This design comes from an exercise in tuning for small area and a short achievable clock period on the open sky130 flow, not from production work.
Only simulation tests tie the RTL to the original design; equivalence was not proved.
No activity file was given, so power comes from the tool's default toggle rates.

## run A
==> flow/design.v <==
`default_nettype none
package fpu_pkg;
	typedef logic [31:0] fp32_t;	 
	typedef logic [31:0] int32_t;	 
	typedef logic [7:0]  exp_t;	 
	typedef logic [22:0] frac_t;	 
	typedef logic [23:0] sig_t;	 
	localparam exp_t EXP_MAX  = 8'd255;
	localparam exp_t EXP_BIAS = 8'd127;
	localparam int LATENCY = 3;
	typedef struct packed {
		logic [5:0] op1;	 
		logic [4:0] fmt;	 
		logic [5:0] op2;	 
	} instr_t;
	typedef struct packed {
		logic invalid_op;
		logic nan;
		logic ovf;
	} fpu_exc_t;
	typedef enum logic [2:0] {
		OP_IDLE,
		OP_ABS,
		OP_NEG,
		OP_FLOOR,
		OP_FTOI,
		OP_ITOF,
		OP_INVALID
	} op_t;
	localparam logic [5:0] OP1_COP1    = 6'b010001;
	localparam logic [4:0] FMT_S       = 5'b10000;
	localparam logic [4:0] FMT_W_FTOI  = 5'b00000;
	localparam logic [4:0] FMT_ITOF    = 5'b00100;
	localparam logic [5:0] FUNCT_ABS   = 6'b000101;
	localparam logic [5:0] FUNCT_NEG   = 6'b000111;
	localparam logic [5:0] FUNCT_FLOOR = 6'b001111;
	localparam logic [5:0] FUNCT_CVT   = 6'b000000;
endpackage
`default_nettype wire
`default_nettype none
module fpu_top (
	input  wire         clk,
	input  wire         rstn,
	input       fpu_pkg::instr_t instr,
	input       fpu_pkg::fp32_t  x1,	 
	input       fpu_pkg::int32_t x2,	 
	output fpu_pkg::fp32_t       y,
	output fpu_pkg::fpu_exc_t    exc
);
	function automatic logic [4:0] ftoi_amt(input logic [4:0] k);	 
		ftoi_amt = '0;
		for (int j = 0; j < 32; j++) if (k == 5'(j)) ftoi_amt = 5'((30 - j) & 31);
	endfunction
	function automatic logic [7:0] itof_exp(input logic [4:0] k);	 
		itof_exp = '0;
		for (int j = 0; j < 32; j++) if (k == 5'(j)) itof_exp = 8'(157 - j);
	endfunction
	function automatic logic [22:0] floor_mask(input logic [7:0] ee);
		for (int i = 0; i < 23; i++) floor_mask[i] = !ee[7] || (i < 22 && ee[4:0] <= 5'(21 - i));
	endfunction
	logic d_abs, d_neg, d_flr, d_ftoi, d_itof, cop1;
	assign cop1   = instr.op1 == fpu_pkg::OP1_COP1;
	assign d_abs  = cop1 && instr.fmt == fpu_pkg::FMT_S && instr.op2 == fpu_pkg::FUNCT_ABS;
	assign d_neg  = cop1 && instr.fmt == fpu_pkg::FMT_S && instr.op2 == fpu_pkg::FUNCT_NEG;
	assign d_flr  = cop1 && instr.fmt == fpu_pkg::FMT_S && instr.op2 == fpu_pkg::FUNCT_FLOOR;
	assign d_ftoi = cop1 && instr.fmt == fpu_pkg::FMT_W_FTOI && instr.op2 == fpu_pkg::FUNCT_CVT;
	assign d_itof = cop1 && instr.fmt == fpu_pkg::FMT_ITOF && instr.op2 == fpu_pkg::FUNCT_CVT;
	logic [7:0] e1;
	logic       fz_d, c_nan, c_ovf, c_half, c_norm;
	assign e1     = x1[30:23];
	assign fz_d   = x1[22:0] == '0;
	assign c_nan  = (e1 == 8'hff) && !fz_d;
	assign c_ovf  = !c_nan && ((e1 > 8'd158) || (e1 == 8'd158 && !(x1[31] && fz_d)));
	assign c_half = e1 == 8'd126;
	assign c_norm = (e1 >= 8'd127) && !c_nan && !c_ovf;
	logic fl_c_d;
	assign fl_c_d = x1[31] && e1 >= 8'd127 && e1 < 8'd150 && |(x1[22:0] & floor_mask(e1));
	logic o_sgn_d, o_flr_d, o_ft_d, o_fh_d, o_it_d;
	fpu_pkg::fpu_exc_t x_d;
	assign o_sgn_d       = rstn && (d_abs || d_neg);
	assign o_flr_d       = rstn && d_flr;
	assign o_ft_d        = rstn && d_ftoi && c_norm;
	assign o_fh_d        = rstn && d_ftoi && c_half;	 
	assign o_it_d        = rstn && d_itof && x2 != '0;
	assign x_d.invalid_op = rstn && !(d_abs || d_neg || d_flr || d_ftoi || d_itof);
	assign x_d.nan        = rstn && d_ftoi && c_nan;
	assign x_d.ovf        = rstn && d_ftoi && c_ovf;
	logic        s2;
	logic [30:0] v2;
	logic [30:0] pick;
	logic [30:0] cpl;
	logic [31:0] d_d;
	assign s2 = x2[31];
	assign v2 = x2[30:0];
	logic [30:0] vz;
	logic [4:0]  lz1;
	logic [4:0]  amt1;
	assign vz = x2[30:0] ^ {31{s2}};
	always_comb begin
		lz1 = 5'd31;
		for (int i = 0; i < 31; i++) begin
			if (vz[i]) lz1 = 5'(30 - i);
		end
	end
	assign amt1 = instr.fmt[2] ? lz1 : ftoi_amt(x1[27:23]);
	always_comb begin
		for (int i = 0; i < 23; i++) pick[i] = instr.fmt[2] ? v2[22-i] : x1[i];
		for (int i = 23; i < 31; i++) pick[i] = instr.fmt[2] ? v2[53-i] : x1[i];
		cpl[22:0]  = {23{instr.fmt[2] ? s2 : (!instr.fmt[4] && x1[31])}};
		cpl[30:23] = {8{instr.fmt[2] && s2}};
		d_d[30:0]  = pick ^ cpl;
		if (instr.fmt[2])  d_d[31] = s2;
		else if (d_neg)    d_d[31] = ~x1[31];
		else if (d_abs)    d_d[31] = 1'b0;
		else               d_d[31] = x1[31];
	end
	logic              o_sgn, o_flr, o_ft, o_fh, o_it;
	fpu_pkg::fpu_exc_t x_q;
	logic [31:0]       d_q;
	logic [4:0]        amt;	 
	logic              fz_q;	 
	logic              fl_c;	 
	always_ff @(posedge clk) begin
		fl_c  <= fl_c_d;
		amt   <= amt1;
		o_sgn <= o_sgn_d;
		o_flr <= o_flr_d;
		o_ft  <= o_ft_d;
		o_fh  <= o_fh_d;
		o_it  <= o_it_d;
		x_q   <= x_d;
		d_q   <= d_d;
		fz_q  <= fz_d;
	end
	logic        s;
	logic [7:0]  e;
	logic [22:0] fr;
	assign s  = d_q[31];
	assign e  = d_q[30:23];
	assign fr = d_q[22:0];
	logic [32:0] sin, sa, sb, sc, sd, se;
	assign sin  = {o_it ? s : ~s, d_q[22:0], o_it ? d_q[30:23] : {8{s}}, s};
	assign sa   = amt[4] ? {{16{s}}, sin[32:16]} : sin;
	assign sb   = amt[3] ? {{8{s}}, sa[32:8]} : sa;
	assign sc   = amt[2] ? {{4{s}}, sb[32:4]} : sb;
	assign sd   = amt[1] ? {{2{s}}, sc[32:2]} : sc;
	assign se   = amt[0] ? {s, sd[32:1]} : sd;
	logic [22:0] mask;
	logic        fl_mid;
	logic [31:0] fl_a;
	assign mask   = floor_mask(e);
	assign fl_mid = (e >= 8'd127) && (e < 8'd150);
	always_comb begin
		if (e == 8'hff && !fz_q)  fl_a = d_q | 32'h0040_0000;
		else if (!fl_mid && e >= 8'd150) fl_a = d_q;
		else if (!fl_mid) fl_a = (s && (e != '0 || !fz_q)) ? 32'hbf80_0000 : {s, 31'd0};
		else if (fl_c)    fl_a = d_q | {9'd0, mask};
		else              fl_a = d_q & ~{9'd0, mask};
	end
	logic [31:0] nrm;
	logic [7:0]  v8;
	logic        g, sig0, t1, t0, ci;
	logic [31:0] ai;
	always_comb begin
		for (int n = 0; n < 32; n++) nrm[n] = se[32-n];
		for (int k = 0; k < 8; k++) v8[k] = d_q[22-k];
	end
	always_comb begin
		g    = s;
		sig0 = s;
		t1   = 1'b1;
		t0   = 1'b0;
		for (int j = 0; j < 7; j++) if (amt == 5'(j)) g = v8[6-j];
		for (int j = 0; j < 8; j++) if (amt == 5'(j)) sig0 = v8[7-j];
		for (int k = 0; k < 6; k++) begin
			if (int'(amt) + k <= 5) begin
				t1 = t1 & v8[k];
				t0 = t0 | v8[k];
			end
		end
	end
	assign ci = s ? (g | (t1 & sig0)) : (g & (sig0 | t0));
	assign ai = {s, itof_exp(amt), nrm[30:8]};
	logic [32:0] data_d;
	logic        val_d;
	fpu_pkg::fpu_exc_t x2_d;
	always_comb begin
		if (o_it)       data_d = {ai, ci};
		else if (o_ft)  data_d = se;
		else if (o_flr) data_d = {fl_a, fl_c};
		else if (o_fh)  data_d = {{32{s}}, ~s};	 
		else            data_d = {d_q, 1'b0};
	end
	assign val_d = rstn && (o_sgn || o_flr || o_ft || o_fh || o_it);
	assign x2_d  = rstn ? x_q : '0;
	logic [32:0]       data_q;
	logic              val_q;
	fpu_pkg::fpu_exc_t x2_q;
	always_ff @(posedge clk) begin
		data_q <= data_d;
		val_q  <= val_d;
		x2_q   <= x2_d;
	end
	logic [31:0] a;
	logic        c;
	logic [31:0] pre;	 
	logic [31:0] y_d;
	assign a = data_q[32:1];
	assign c = data_q[0];
	always_comb begin
		pre[0] = 1'b1;
		for (int i = 1; i < 32; i++) pre[i] = pre[i-1] & a[i-1];
	end
	assign y_d = {32{rstn && val_q}} & (a ^ ({32{c}} & pre));	 
	always_ff @(posedge clk) begin
		y   <= y_d;
		exc <= rstn ? x2_q : '0;
	end
endmodule
`default_nettype wire
export LEC_CHECK = 0
export CAP_MARGIN = 20
export CORE_MARGIN = 2
export CORE_UTILIZATION = 40
export PLACE_DENSITY = 0.75
export SLEW_MARGIN = 20
create_clock -name core_clock -period 8.0 [get_ports {clk}]
standard.sh (not shown) runs the stock make flow with config.mk's settings and CLKGATE_MAP_FILE= SYNTH_SCRIPT=/design/flow/synth_recipe.tcl, a recipe that flattens the netlist after the stock synthesis.
==> flow/flow/run.sh <==
#!/bin/bash
# Standard synthesis, then the combinational logic re-mapped by ABC with
# iterated choice-based mapping, sizing left to the resizer (flip-flops untouched), then the standard
# layout from floorplan on, with plain buffers on the ports and a
# lighter clock tree.
set -euo pipefail
WORK=$(pwd)
R=$WORK/orfs/results/$FLOW_PLATFORM/fpu_top/base
LOGS=$WORK/orfs/logs/$FLOW_PLATFORM/fpu_top/base
bash standard.sh synth > $WORK/flow_synth.log 2>&1
cp $R/1_2_yosys.v $R/1_2_yosys.std.v
YOSYS=$FLOW_HOME/../tools/install/yosys/bin/yosys
[ -x "$YOSYS" ] || YOSYS=$(command -v yosys)
export REABC_LIB=$FLOW_HOME/platforms/$FLOW_PLATFORM/lib/sky130_fd_sc_hd__tt_025C_1v80.lib
export REABC_IN=$R/1_2_yosys.std.v
export REABC_OUT=$R/1_2_yosys.v
export REABC_SCRIPT=$WORK/flow/abc.scr
export REABC_CONSTR=$WORK/orfs/objects/$FLOW_PLATFORM/fpu_top/base/abc.constr
export REABC_DONT_USE="$(grep -m1 -- '^abc -script' $LOGS/1_2_yosys.log | grep -o -- '-dont_use [^ ]*' | awk '{print $2}' | tr '\n' ' ')"
export REABC_FLOPS="$(grep -o 'sky130_fd_sc_hd__[a-z]*df[a-z0-9_]*' $R/1_2_yosys.std.v | sort -u | tr '\n' ' ')"
$YOSYS -c $WORK/flow/reabc.tcl > $WORK/flow_reabc.log 2>&1
rm -f $R/1_synth.odb $R/1_synth.sdc
export SETUP_SLACK_MARGIN=5.2
# port buffers: the smallest plain buffer, which the resizer upsizes where needed
export BUFFER_PORTS_ARGS="-buffer_cell sky130_fd_sc_hd__buf_1"
# clock tree: mid-size buffers and no dummy loads
export CTS_ARGS="-sink_clustering_enable -repair_clock_nets -buf_list sky130_fd_sc_hd__clkbuf_8 -dont_use_dummy_load"
bash standard.sh finish > $WORK/flow_finish.log 2>&1
==> flow/flow/abc.scr <==
strash
dc2
dch
map
strash
dc2
dch
map
strash
dch
map
topo
Other scripts of this flow, unchanged in this note and not shown: flow/flow/reabc.tcl
Run A ran to completion and came out clean on the timing, design-rule and antenna checks.
--- input diff run A..run B ---
Settings: CORE_UTILIZATION changed from 40 to 50.
-- flow/flow/run.sh --
<<< run A, line 2
# Standard synthesis, then the combinational logic re-mapped by ABC with
# iterated choice-based mapping, sizing left to the resizer (flip-flops untouched), then the standard
# layout from floorplan on, with plain buffers on the ports and a
>>> run B, line 2
# Standard synthesis, then the combinational logic re-mapped by ABC with
# iterated choice-based mapping (flip-flops untouched), then the standard
# layout from floorplan on, with plain buffers on the ports and a
<<< run A, line 22
rm -f $R/1_synth.odb $R/1_synth.sdc
export SETUP_SLACK_MARGIN=5.2
# port buffers: the smallest plain buffer, which the resizer upsizes where needed
>>> run B, line 22
rm -f $R/1_synth.odb $R/1_synth.sdc
export SETUP_SLACK_MARGIN=5.3
# port buffers: the smallest plain buffer, which the resizer upsizes where needed
-- flow/flow/abc.scr --
<<< run A, line 12
topo
>>> run B, line 12
topo
buffer -c
upsize -c
dnsize -c
Results
Worst hold slack: run B vs run A — no meaningful difference
Power: run A vs run B, no meaningful difference
Compared with run A, run B shows a share of the core filled with cells in the final layout that is 11 points higher.
Synthesized area on run B is behind run A.
Compared with run A, run B improves area of the die.
Total cell area at the placement stage went up slightly going from run A to run B.
Final design instance area without fill of run B exceeds that of run A slightly.
Run B vs run A: met1 routing resource usage after global routing up
Changes in run C relative to run B:
Settings: CORE_UTILIZATION now 40, was 50.
-- flow/flow/run.sh --
<<< run B, line 22
rm -f $R/1_synth.odb $R/1_synth.sdc
export SETUP_SLACK_MARGIN=5.3
# port buffers: the smallest plain buffer, which the resizer upsizes where needed
>>> run C, line 22
rm -f $R/1_synth.odb $R/1_synth.sdc
export SETUP_SLACK_MARGIN=5.2
# port buffers: the smallest plain buffer, which the resizer upsizes where needed
## What came out
Run C vs run B, library cell contributing the largest single delay on the critical path: sky130_fd_sc_hd__nor4_1 vs sky130_fd_sc_hd__a221oi_2
Looking at floorplan row count, run C sits about 11% higher than run B does.
The worst-skew pair later-pin latency was comparable across run B and run C.
Run B has a higher fraction of layout instances using a drive strength above 1 than run C.
Count of plain and timing-repair buffers, run C vs run B: down by more than 10%
Cmp run C vs run B: layout overhead on the synthesized area lower in run C
Taking run B as the reference, in run C power consumption held steady, core occupancy in the finished layout -13 points, portion of total power attributed to combinational logic -1.2 points, maximum fanout along the worst path climbed 8.
Compared with run B, run C degrades die area.
Worst-case clock skew of run C is on par with run B.

// fpu_top: RTL as listed in full above, without the edits since
Settings: LEC_CHECK=0, CAP_MARGIN=20, CORE_MARGIN=2, CORE_UTILIZATION=40, PLACE_DENSITY=0.75, SLEW_MARGIN=20, TNS_END_PERCENT=20; clock period 8.0 ns.
==> flow/flow/run.sh <==
#!/bin/bash
# Standard synthesis, then the combinational logic re-mapped by ABC with
# iterated choice-based mapping (flip-flops untouched), then the standard
# layout from floorplan on, with plain buffers on the ports and a
# lighter clock tree.
set -euo pipefail
WORK=$(pwd)
R=$WORK/orfs/results/$FLOW_PLATFORM/fpu_top/base
LOGS=$WORK/orfs/logs/$FLOW_PLATFORM/fpu_top/base
bash standard.sh synth > $WORK/flow_synth.log 2>&1
cp $R/1_2_yosys.v $R/1_2_yosys.std.v
YOSYS=$FLOW_HOME/../tools/install/yosys/bin/yosys
[ -x "$YOSYS" ] || YOSYS=$(command -v yosys)
export REABC_LIB=$FLOW_HOME/platforms/$FLOW_PLATFORM/lib/sky130_fd_sc_hd__tt_025C_1v80.lib
export REABC_IN=$R/1_2_yosys.std.v
export REABC_OUT=$R/1_2_yosys.v
export REABC_SCRIPT=$WORK/flow/abc.scr
export REABC_CONSTR=$WORK/orfs/objects/$FLOW_PLATFORM/fpu_top/base/abc.constr
export REABC_DONT_USE="$(grep -m1 -- '^abc -script' $LOGS/1_2_yosys.log | grep -o -- '-dont_use [^ ]*' | awk '{print $2}' | tr '\n' ' ')"
export REABC_FLOPS="$(grep -o 'sky130_fd_sc_hd__[a-z]*df[a-z0-9_]*' $R/1_2_yosys.std.v | sort -u | tr '\n' ' ')"
$YOSYS -c $WORK/flow/reabc.tcl > $WORK/flow_reabc.log 2>&1
rm -f $R/1_synth.odb $R/1_synth.sdc
export SETUP_SLACK_MARGIN=5.2
# port buffers: the smallest plain buffer, which the resizer upsizes where needed
export BUFFER_PORTS_ARGS="-buffer_cell sky130_fd_sc_hd__buf_1"
# clock tree: mid-size buffers and no dummy loads
export CTS_ARGS="-sink_clustering_enable -repair_clock_nets -buf_list sky130_fd_sc_hd__clkbuf_8 -dont_use_dummy_load"
bash standard.sh finish > $WORK/flow_finish.log 2>&1
Other scripts of this flow, unchanged in this note and not shown: flow/flow/abc.scr, flow/flow/reabc.tcl
The first run went through all stages and came out clean.
Edit:
- PLACE_DENSITY: 0.75 -> 0.85
- TNS_END_PERCENT: 20 -> default
The new run ran to the end with no violations.
Die area stays the same.
Worst setup slack degrades by 0.074 ns.
Global-route usage drops by 0.27 points.
Core utilization climbs by 1.9 points.
Sequential share of layout area drops by 0.88 points.
Wire length climbs by 2.3%.
Sequential power hardly moves.
Power climbs by 0.70%.
Clock skew drops by 0.0084 ns.
Count of clock-buffer cells in the layout is unchanged.
Edit:
- CORE_UTILIZATION: 40 -> 50
- PLACE_DENSITY: 0.85 -> 0.75
Fmax went up by a little under a tenth.
Global-route usage went up by 5.9 points.
Final area went down by a few percent.
Synthesized cell count is unchanged.
Via count went down slightly.
Total power went down slightly.
Edit:
--- a/flow/flow/run.sh
+++ b/flow/flow/run.sh
@@ -22,3 +22,2 @@
 rm -f $R/1_synth.odb $R/1_synth.sdc
-export SETUP_SLACK_MARGIN=5.2
 # port buffers: the smallest plain buffer, which the resizer upsizes where needed
- CORE_UTILIZATION: 50 -> 40
- PLACE_DENSITY: 0.75 -> default
- SETUP_SLACK_MARGIN: default -> 5
The new run completed without violations.
Cell area fell by 1.2%.
Critical path depth rose by 1.
Die area rose by 24%.
Register-to-register slack got worse by 0.19 ns.
Synthesized cell count stays the same.
Power stays flat.
Via count fell by 1.6%.
Synthesized area is unchanged.
Sequential power is about the same.

## what the ideal ports hide
The flow's constraints put no driver on any port. The routed layouts listed below were extracted and timed again, unchanged, in two steps. Step 1 sets driving cells, clkbuf_16 on the clock port and buf_2 on the other inputs (assumed; they add their load-dependent delay and slew). Step 2 times the ports against the registers' clock, not the clock port: input delays grow and output delays shrink by t, the midpoint of the rising clock arrivals with the driver on. Three values: no drivers, after step 1, after step 2; two values: the first two.
run | shift t [ns] | setup WS [ns] | worst setup path after step 2 | worst slew at a driven data input, ns | pins driven straight from the clock port
run A | 0.485 | 5.031 / 5.050 / 4.564 | input to register | 0.04 | 1
run B | 0.464 | 5.223 / 5.231 / 4.768 | input to register | 0.05 | 1
run C | 0.474 | 5.137 / 5.149 / 4.675 | input to register | 0.04 | 1
the first run of note 2 | 0.470 | 5.055 / 5.079 / 4.610 | input to register | 0.04 | 1
the second run of note 2 | 0.473 | 4.981 / 4.980 / 4.507 | input to register | 0.06 | 1
the third run of note 2 | 0.469 | 5.180 / 5.201 / 4.732 | input to register | 0.05 | 1
the fourth run of note 2 | 0.462 | 5.066 / 5.070 / 4.609 | input to register | 0.05 | 1
After both steps setup and hold are still met in every run listed. For the second run of note 2, which loses most, drivers alone change the setup slack by -0.001 ns; drivers and shift together by -0.474 ns.
